Source: an optimization exercise on an open RTL-to-GDS flow (aim: small area). Production flows keep margins and buffers that such runs may drop. Only simulation tests tie the RTL to the original design; equivalence was not proved. Power is estimated from default activity; no workload was simulated.

==> flow/design.v <==
package lre_pkg;
  localparam logic OP_BOX   = 1'b0;
  localparam logic OP_POINT = 1'b1;
  localparam logic [2:0] REG_FOCAL_X     = 3'd0;
  localparam logic [2:0] REG_FOCAL_Y     = 3'd1;
  localparam logic [2:0] REG_PRINCIPAL_X = 3'd2;
  localparam logic [2:0] REG_PRINCIPAL_Y = 3'd3;
  localparam logic [2:0] REG_OFF_RIGHT   = 3'd4;
  localparam logic [2:0] REG_OFF_DOWN    = 3'd5;
  localparam logic [2:0] REG_OFF_FWD     = 3'd6;
  localparam int NUM_W = 39;
  localparam int DEN_W = 25;
  localparam logic [16:0] MAX_POINTS = 17'd65536;
  typedef struct packed {
    logic               op;
    logic [11:0]        col;
    logic [11:0]        row;
    logic [11:0]        wid;
    logic [11:0]        hgt;
    logic signed [19:0] fwd;
    logic signed [19:0] lft;
    logic signed [19:0] up;
    logic               last;
  } lre_item_t;
  typedef struct packed {
    logic [15:0]        focal_x;
    logic [15:0]        focal_y;
    logic [15:0]        principal_x;
    logic [15:0]        principal_y;
    logic signed [15:0] off_right;
    logic signed [15:0] off_down;
    logic signed [15:0] off_fwd;
  } lre_cfg_t;
endpackage
import lre_pkg::*;
module lre_div (
  input  logic                       clk,
  input  logic                       rst_n,
  input  logic                       go,
  input  logic [lre_pkg::NUM_W-1:0]  num,
  input  logic [lre_pkg::DEN_W-1:0]  den,
  output logic                       done,
  output logic [lre_pkg::NUM_W-1:0]  quo
);
  logic [NUM_W-1:0] quo_r;
  logic [DEN_W-1:0] rem_r, den_r;
  logic [5:0]       cnt_r;
  logic             busy_r, done_r;
  logic [DEN_W:0]   trial, diff;
  logic             qbit;
  assign trial = {rem_r, quo_r[NUM_W-1]};
  assign diff  = trial - {1'b0, den_r};
  assign qbit  = (trial >= {1'b0, den_r});
  assign done  = done_r;
  assign quo   = quo_r;
  always_ff @(posedge clk) begin
    if (go) begin
      quo_r <= num;
      rem_r <= '0;
      den_r <= den;
    end else if (busy_r) begin
      quo_r <= {quo_r[NUM_W-2:0], qbit};
      rem_r <= qbit ? diff[DEN_W-1:0] : trial[DEN_W-1:0];
    end
    if (!rst_n) begin
      busy_r <= 1'b0;
      done_r <= 1'b0;
      cnt_r  <= '0;
    end else begin
      done_r <= 1'b0;
      if (go) begin
        busy_r <= 1'b1;
        cnt_r  <= 6'(NUM_W);
      end else if (busy_r) begin
        cnt_r <= cnt_r - 6'd1;
        if (cnt_r == 6'd1) begin
          busy_r <= 1'b0;
          done_r <= 1'b1;
        end
      end
    end
  end
endmodule
import lre_pkg::*;
module lre_front (
  input  logic              clk,
  input  logic              rst_n,
  input  logic              start,
  output logic              busy,
  input  lre_pkg::lre_item_t in_item,
  input  logic              pop,
  output logic              q_valid,
  output lre_pkg::lre_item_t q_item
);
  lre_pkg::lre_item_t   mem0_r, mem1_r;
  logic        wr_r, rd_r;
  logic [1:0]  cnt_r;
  logic        push;
  assign busy    = (cnt_r == 2'd2);
  assign push    = start && !busy;
  assign q_valid = (cnt_r != 2'd0);
  assign q_item  = rd_r ? mem1_r : mem0_r;
  always_ff @(posedge clk) begin
    if (push) begin
      if (wr_r) mem1_r <= in_item;
      else mem0_r <= in_item;
    end
    if (!rst_n) begin
      wr_r  <= 1'b0;
      rd_r  <= 1'b0;
      cnt_r <= 2'd0;
    end else begin
      if (push) begin
        wr_r <= ~wr_r;
      end
      if (pop) begin
        rd_r <= ~rd_r;
      end
      cnt_r <= cnt_r + {1'b0, push} - {1'b0, pop};
    end
  end
endmodule
import lre_pkg::*;
module lre_back (
  input  logic               clk,
  input  logic               rst_n,
  input  lre_pkg::lre_cfg_t  cfg,
  input  logic               q_valid,
  input  lre_pkg::lre_item_t q_item,
  output logic               pop,
  output logic               out_valid,
  output logic               out_measured,
  output logic signed [20:0] out_depth_mm,
  output logic [16:0]        out_inside_count
);
  typedef enum logic [3:0] {
    S_IDLE, S_DISP, S_ZCHK, S_MULX, S_ADDX, S_DIVX, S_WAITX,
    S_MULY, S_ADDY, S_DIVY, S_WAITY, S_TEST, S_FIN, S_DIVM, S_WAITM
  } state_t;
  state_t             state_r;
  lre_pkg::lre_item_t          ent_r;
  logic signed [20:0] cx_r, cy_r, cz_r;
  logic signed [37:0] prod_r;
  logic signed [38:0] num_r;
  logic signed [39:0] u_r, v_r;
  logic signed [13:0] left_r, right_r, top_r, bot_r;
  logic signed [35:0] sum_r;
  logic [16:0]        cnt_r;
  logic               out_valid_r, meas_r;
  logic signed [20:0] depth_r;
  logic [16:0]        ocnt_r;
  logic               div_go, div_done;
  logic [NUM_W-1:0]   div_num, div_quo;
  logic [DEN_W-1:0]   div_den;
  logic signed [39:0] qs;
  logic [9:0]         hw, hh;
  logic               in_roi;
  assign pop     = (state_r == S_IDLE) && q_valid;
  assign div_go  = (state_r == S_DIVX) || (state_r == S_DIVY) || (state_r == S_DIVM);
  assign div_num = num_r[38] ? NUM_W'(-num_r) : NUM_W'(num_r);
  assign div_den = (state_r == S_DIVM) ? {8'd0, cnt_r} : {1'b0, cz_r[19:0], 4'd0};
  assign qs      = num_r[38] ? -$signed({1'b0, div_quo}) : $signed({1'b0, div_quo});
  assign hw      = ent_r.wid[11:2];
  assign hh      = ent_r.hgt[11:2];
  assign in_roi  = (u_r > $signed({{26{left_r[13]}}, left_r}))
                && (u_r < $signed({{26{right_r[13]}}, right_r}))
                && (v_r > $signed({{26{top_r[13]}}, top_r}))
                && (v_r < $signed({{26{bot_r[13]}}, bot_r}));
  lre_div u_div (
    .clk  (clk),
    .rst_n(rst_n),
    .go   (div_go),
    .num  (div_num),
    .den  (div_den),
    .done (div_done),
    .quo  (div_quo)
  );
  assign out_valid        = out_valid_r;
  assign out_measured     = meas_r;
  assign out_depth_mm     = depth_r;
  assign out_inside_count = ocnt_r;
  always_ff @(posedge clk) begin
    if (!rst_n) begin
      state_r     <= S_IDLE;
      out_valid_r <= 1'b0;
      left_r      <= '0;
      right_r     <= '0;
      top_r       <= '0;
      bot_r       <= '0;
      sum_r       <= '0;
      cnt_r       <= '0;
    end else begin
      out_valid_r <= 1'b0;
      case (state_r)
        S_IDLE: begin
          if (q_valid) begin
            ent_r   <= q_item;
            state_r <= S_DISP;
          end
        end
        S_DISP: begin
          if (ent_r.op == OP_BOX) begin
            left_r  <= $signed({2'b0, ent_r.col}) - $signed({4'd0, hw});
            right_r <= $signed({2'b0, ent_r.col}) + $signed({4'd0, hw});
            top_r   <= $signed({2'b0, ent_r.row}) - $signed({4'd0, hh});
            bot_r   <= $signed({2'b0, ent_r.row}) + $signed({4'd0, hh});
            sum_r   <= '0;
            cnt_r   <= '0;
            state_r <= S_IDLE;
          end else begin
            cx_r    <= {{5{cfg.off_right[15]}}, cfg.off_right} - {ent_r.lft[19], ent_r.lft};
            cy_r    <= {{5{cfg.off_down[15]}}, cfg.off_down} - {ent_r.up[19], ent_r.up};
            cz_r    <= {{5{cfg.off_fwd[15]}}, cfg.off_fwd} + {ent_r.fwd[19], ent_r.fwd};
            state_r <= S_ZCHK;
          end
        end
        S_ZCHK: begin
          state_r <= (cz_r > 21'sd0) ? S_MULX : S_FIN;
        end
        S_MULX: begin
          prod_r  <= $signed({1'b0, cfg.focal_x}) * cx_r;
          state_r <= S_ADDX;
        end
        S_ADDX: begin
          num_r   <= {prod_r[37], prod_r} + $signed({1'b0, cfg.principal_x}) * cz_r;
          state_r <= S_DIVX;
        end
        S_DIVX: begin
          state_r <= S_WAITX;
        end
        S_WAITX: begin
          if (div_done) begin
            u_r     <= qs;
            state_r <= S_MULY;
          end
        end
        S_MULY: begin
          prod_r  <= $signed({1'b0, cfg.focal_y}) * cy_r;
          state_r <= S_ADDY;
        end
        S_ADDY: begin
          num_r   <= {prod_r[37], prod_r} + $signed({1'b0, cfg.principal_y}) * cz_r;
          state_r <= S_DIVY;
        end
        S_DIVY: begin
          state_r <= S_WAITY;
        end
        S_WAITY: begin
          if (div_done) begin
            v_r     <= qs;
            state_r <= S_TEST;
          end
        end
        S_TEST: begin
          if (in_roi && (cnt_r < MAX_POINTS)) begin
            sum_r <= sum_r + {{16{ent_r.fwd[19]}}, ent_r.fwd};
            cnt_r <= cnt_r + 17'd1;
          end
          state_r <= S_FIN;
        end
        S_FIN: begin
          if (!ent_r.last) begin
            state_r <= S_IDLE;
          end else if (cnt_r == 17'd0) begin
            meas_r      <= 1'b0;
            depth_r     <= '0;
            ocnt_r      <= '0;
            out_valid_r <= 1'b1;
            state_r     <= S_IDLE;
          end else begin
            num_r   <= {{3{sum_r[35]}}, sum_r};
            state_r <= S_DIVM;
          end
        end
        S_DIVM: begin
          state_r <= S_WAITM;
        end
        S_WAITM: begin
          if (div_done) begin
            meas_r      <= 1'b1;
            depth_r     <= qs[20:0] + {{5{cfg.off_fwd[15]}}, cfg.off_fwd};
            ocnt_r      <= cnt_r;
            out_valid_r <= 1'b1;
            sum_r       <= '0;
            cnt_r       <= '0;
            state_r     <= S_IDLE;
          end
        end
        default: state_r <= S_IDLE;
      endcase
    end
  end
endmodule
import lre_pkg::*;
module lidar_roi_depth_estimator (
  input  logic               clk,
  input  logic               rst_n,
  input  logic               start,
  output logic               busy,
  input  logic               in_op,
  input  logic [11:0]        in_box_center_col,
  input  logic [11:0]        in_box_center_row,
  input  logic [11:0]        in_box_width,
  input  logic [11:0]        in_box_height,
  input  logic signed [19:0] in_point_fwd,
  input  logic signed [19:0] in_point_left,
  input  logic signed [19:0] in_point_up,
  input  logic               in_last_point,
  output logic               out_valid,
  output logic               out_measured,
  output logic signed [20:0] out_depth_mm,
  output logic [16:0]        out_inside_count,
  input  logic               cfg_we,
  input  logic [2:0]         cfg_index,
  input  logic [15:0]        cfg_wdata
);
  lre_pkg::lre_cfg_t  cfg_r;
  lre_pkg::lre_item_t in_item, q_item;
  logic      q_valid, pop;
  assign in_item = {in_op, in_box_center_col, in_box_center_row, in_box_width,
                     in_box_height, in_point_fwd, in_point_left, in_point_up,
                     in_last_point};
  always_ff @(posedge clk) begin
    if (!rst_n) begin
      cfg_r.focal_x     <= 16'd9600;
      cfg_r.focal_y     <= 16'd9600;
      cfg_r.principal_x <= 16'd5120;
      cfg_r.principal_y <= 16'd3840;
      cfg_r.off_right   <= -16'sd37;
      cfg_r.off_down    <= 16'sd32;
      cfg_r.off_fwd     <= 16'sd48;
    end else if (cfg_we) begin
      case (cfg_index)
        REG_FOCAL_X:     cfg_r.focal_x     <= cfg_wdata;
        REG_FOCAL_Y:     cfg_r.focal_y     <= cfg_wdata;
        REG_PRINCIPAL_X: cfg_r.principal_x <= cfg_wdata;
        REG_PRINCIPAL_Y: cfg_r.principal_y <= cfg_wdata;
        REG_OFF_RIGHT:   cfg_r.off_right   <= cfg_wdata;
        REG_OFF_DOWN:    cfg_r.off_down    <= cfg_wdata;
        REG_OFF_FWD:     cfg_r.off_fwd     <= cfg_wdata;
        default: ;
      endcase
    end
  end
  lre_front u_front (
    .clk    (clk),
    .rst_n  (rst_n),
    .start  (start),
    .busy   (busy),
    .in_item(in_item),
    .pop    (pop),
    .q_valid(q_valid),
    .q_item (q_item)
  );
  lre_back u_back (
    .clk             (clk),
    .rst_n           (rst_n),
    .cfg             (cfg_r),
    .q_valid         (q_valid),
    .q_item          (q_item),
    .pop             (pop),
    .out_valid       (out_valid),
    .out_measured    (out_measured),
    .out_depth_mm    (out_depth_mm),
    .out_inside_count(out_inside_count)
  );
endmodule
==> flow/run.sh <==
#!/bin/bash
# synth_recipe.tcl (not shown) runs the flow's synth.tcl, then flattens the netlist and writes it again
# the make line also repeats each setting of config.mk as NAME=value (left out here)
make -C /OpenROAD-flow-scripts/flow DESIGN_CONFIG=/design/flow/config.mk WORK_HOME=/design/flow/orfs CLKGATE_MAP_FILE= SYNTH_SCRIPT=/design/flow/synth_recipe.tcl finish
==> flow/config.mk <==
export PLATFORM = sky130hd
export DESIGN_NAME = lidar_roi_depth_estimator
export DESIGN_NICKNAME = lidar_roi_depth_estimator
export VERILOG_FILES = /design/flow/design.v
export SDC_FILE = /design/flow/constraint.sdc
export NUM_CORES = 4
export LEC_CHECK = 0
export CAP_MARGIN = 20
export CORE_MARGIN = 2
export CORE_UTILIZATION = 40
export SLEW_MARGIN = 20
==> flow/constraint.sdc <==
create_clock -name core_clock -period 11.0 [get_ports {clk}]
set_input_delay 2.2000 -clock core_clock [delete_from_list [all_inputs] [get_ports {clk}]]
set_output_delay 2.2000 -clock core_clock [all_outputs]
set_load 0.01 [all_outputs]
==> summary.txt <==
area by class of cell:
cell class	instances	area (um^2)
repair buffers	277	2504
inverters	1618	6078
flip-flops and latches	897	24370
clock buffers	111	2539
well taps	3026	3786
diodes	14	35.03
fillers	21870	128900
clock inverters	70	903.4
multi-input cells	6653	60330
stage by stage:
step,setup WS [ps],cells
floorplan,2765,9556
global placement,1060,12470
detailed placement,1034,12470
CTS,949.3,12650
global route,483.7,12660
finish,762.5,12670
worst paths after layout:
kind / slack [ps] / start / cells past startpoint / endpoint
setup / recovery: 760 / u_back.cz_r[13] / 30 / u_back.num_r[36]
hold / removal: 450 / u_back.left_r[7] / 2 / u_back.left_r[7]
setup reg to reg: 760 / u_back.cz_r[13] / 30 / u_back.num_r[36]
hold reg to reg: 450 / u_back.left_r[7] / 2 / u_back.left_r[7]
state kept, by name, summed over array words and instances (netlist names), 13 cells and up:
signal / flops
cfg_r: 112
u_back.bot_r: 13
u_back.cnt_r: 17
u_back.cx_r: 21
u_back.cy_r: 21
u_back.cz_r: 21
u_back.depth_r: 21
u_back.ent_r: 106
u_back.num_r: 39
u_back.ocnt_r: 17
u_back.prod_r: 38
u_back.right_r: 13
u_back.sum_r: 36
u_back.u_div.den_r: 24
u_back.u_div.quo_r: 39
u_back.u_div.rem_r: 25
u_back.u_r: 40
u_back.v_r: 40
u_front.mem0_r: 106
u_front.mem1_r: 106
tightest hold or removal path, stage by stage, from the launching register on:
cell and delay (ps):
dfxtp_1 310, nand2_1 50, a21oi_1 50
power breakdown:
group          switching (mW)  internal, mW  total (mW)
registers               0.459          4.40        4.85
logic                    8.80          5.36        14.2
clock network            1.52          2.04        3.56
cell families after synthesis:
group / after synthesis / synth area share (%)
AND/OR/NAND/NOR: 2859 / 14.77
adder cells (fa/ha/maj): 1950 / 36.34
flip-flops: 897 / 26.45
multiplexers: 136 / 1.627
AO/OA/AOI/OAI: 1330 / 9.035
buffers and inverters: 2006 / 8.178
XOR/XNOR: 378 / 3.594
metal layers:
layer | part of all wire, % | wire length [um]
met1 | 41 | 107700
met2 | 48 | 125100
met3 | 6.4 | 16760
met4 | 4.1 | 10730
met5 | 0.0050 | 13
cell usage in the layout, fill, tap and decap left out, types with 37 or more instances in the layout:
cell type	Yosys	final
inv_1	1617	1616
nand2_1	1355	1354
fa_1	1209	1209
ha_1	741	741
edfxtp_1	640	640
and2_1	611	610
a21oi_1	439	438
o21ai_0	306	305
nor2_1	290	285
dfxtp_1	257	255
xnor2_1	228	228
clkdlybuf4s50_1	0	166
xor2_1	150	150
a21o_1	150	150
nand3_1	147	147
mux2_2	110	110
buf_4	0	106
clkbuf_16	0	96
nor3_1	97	92
a211oi_1	71	70
and3_1	65	64
nand2b_1	61	60
nor2b_1	52	52
o21bai_1	45	45
o21a_1	42	42
nand4_1	42	42
o31ai_1	41	41
a31oi_1	37	37
==> flow_summary.toml <==
[outcome]
status = "finished clean"

[synthesis]
synthTopCellsByCount = "1,617 x inv_1, 1,355 x nand2_1, 1,209 x fa_1, 741 x ha_1, 640 x edfxtp_1"
yosysTopAreaCell = "fa_1"
syn_nets = 11640
synth_warnings = 4
synth_edf_count = 640
synth.most_common_cell = "inv_1"
postSynthCellCount = 9556
postSynthAreaPerCell_um2 = 9.639
synth_ff_type = "edfxtp_1"
yosysSeqAreaShare_pct = 26.45
yosys_register_bits = 897
syn-cell-area_um2 = 92110
synthArstFlopShare_pct = 0
synth.area.top_cells = "fa_1 26%, edfxtp_1 21%, ha_1 10%"
synth_top_area_share_pct = 26.28
synth.distinct_cells = 76

[power]
power.leakage_nw = 44.20
ir_worst_vdd_mv = 0.3017
p_per_area_nw_per_um2 = 224.5
power_mw = 22.57

[grt]
grt_overflow = 0
grt_pass1_vias = 70180
use_met2_pct = 37.51
gr-usage-all-layers_pct = 22.32
grt-busiest-layer = "met2"
grt_first_pass_wirelength_um = 406100
grt_use_met3_pct = 3.691
grt_start_max_net_pins = 92
antenna_found_initial = 34
use_met1_pct = 28.70

[timing]
clock_skew_ps = 46.97
fmax_mhz = 97.68
period_needed_ps = 10240
fin_setup_tns_ps = 0
period_share_pct = 93.07
slew_violations = 0
slew_headroom_pct = 18.99
tightest_slew_ps = 1215
hold_viol = 0
rsz0062_at_grt = "false"
whs_ps = 452.8
setup_viol = 0

[placed_design]
portBuffers = 169
dpl.hpwl_um = 199700
gp_congestion = 0.9245
dpl-instance-area_um2 = 97050

[final_layout]
utilization_pct = 43.82
drive_gt1_share_pct = 4.706
design_area_um2 = 100500
finalNetCount = 11630
areaGrowthSynthToFinish_pct = 9.157

[route]
routed_via_density = 5.296
postRouteAntennaNets = 0
drc = 0
drt-total-wl_um = 260200
drt_pass1_iterations = 6
wl_per_cell_um = 20.55
vias = 67080
drtIter0Drc = 4777

[setup_path]
cp_common_cell = "fa_1"
max_stage_delay_ps = 1060
critPathSlowestCell = "edfxtp_1"
crit_path_start_kind = "register"
cp-end-kind = "register"
critPathRequiredTime_ps = 11470
critical_path_arrival_ps = 10710
path_buf_inv = 4
crit_fanout = 18
critPathKind = "register to register"
cpLargestDelayFamily = "adder cells"

[clock_tree]
cts.repair.resized = 0
hold_buffers = 0
clk_pin_slew_worst_paths_ps = 60
clock-sinks = 897
cts.path.max_buffers = 3
cts_tree = "built"
numCtsBuffers = 96
cts-root-buf = "clkbuf_16"
cts_post_setup_buffers_inserted = 0
h-tree-depth = 3
insertion_delay_ps = 760

[floorplan]
start_util_pct = 40.14
chipHeight_um = 483.9
fp-row-count = 176
dieArea_um2 = 234100
coreArea_um2 = 229500
pin_count = 174
die_x_um = 483.9

[run]
maxCapViolations = 0

[hold_path]
hp-class = "register to register"

==> re-timing with driven ports <==
Ports are ideal in the flow. The routed layout listed here was re-timed in OpenROAD. Step 1 assumes that a clkbuf_16 drives the clock port and a buf_2 every other input. Step 2 adds t to the input delays and takes it off the output delays; t is the mean of the earliest and latest rising clock arrival at the registers after step 1. Input paths then give back, and output paths get back, about the clock's delay inside the block. Slacks: ideal / step 1 / step 2; pairs: ideal / step 1.
t, ns: 0.823
slack for setup (ns): 0.763 / 0.763 / 0.763
slew at the worst register clock pin (ns): 0.08 / 0.08
worst data-port slew with drivers (ns): 0.24
After both steps this run still meets setup and hold. For this run, drivers alone change the setup slack by 0.000 ns; drivers and shift together by 0.000 ns.
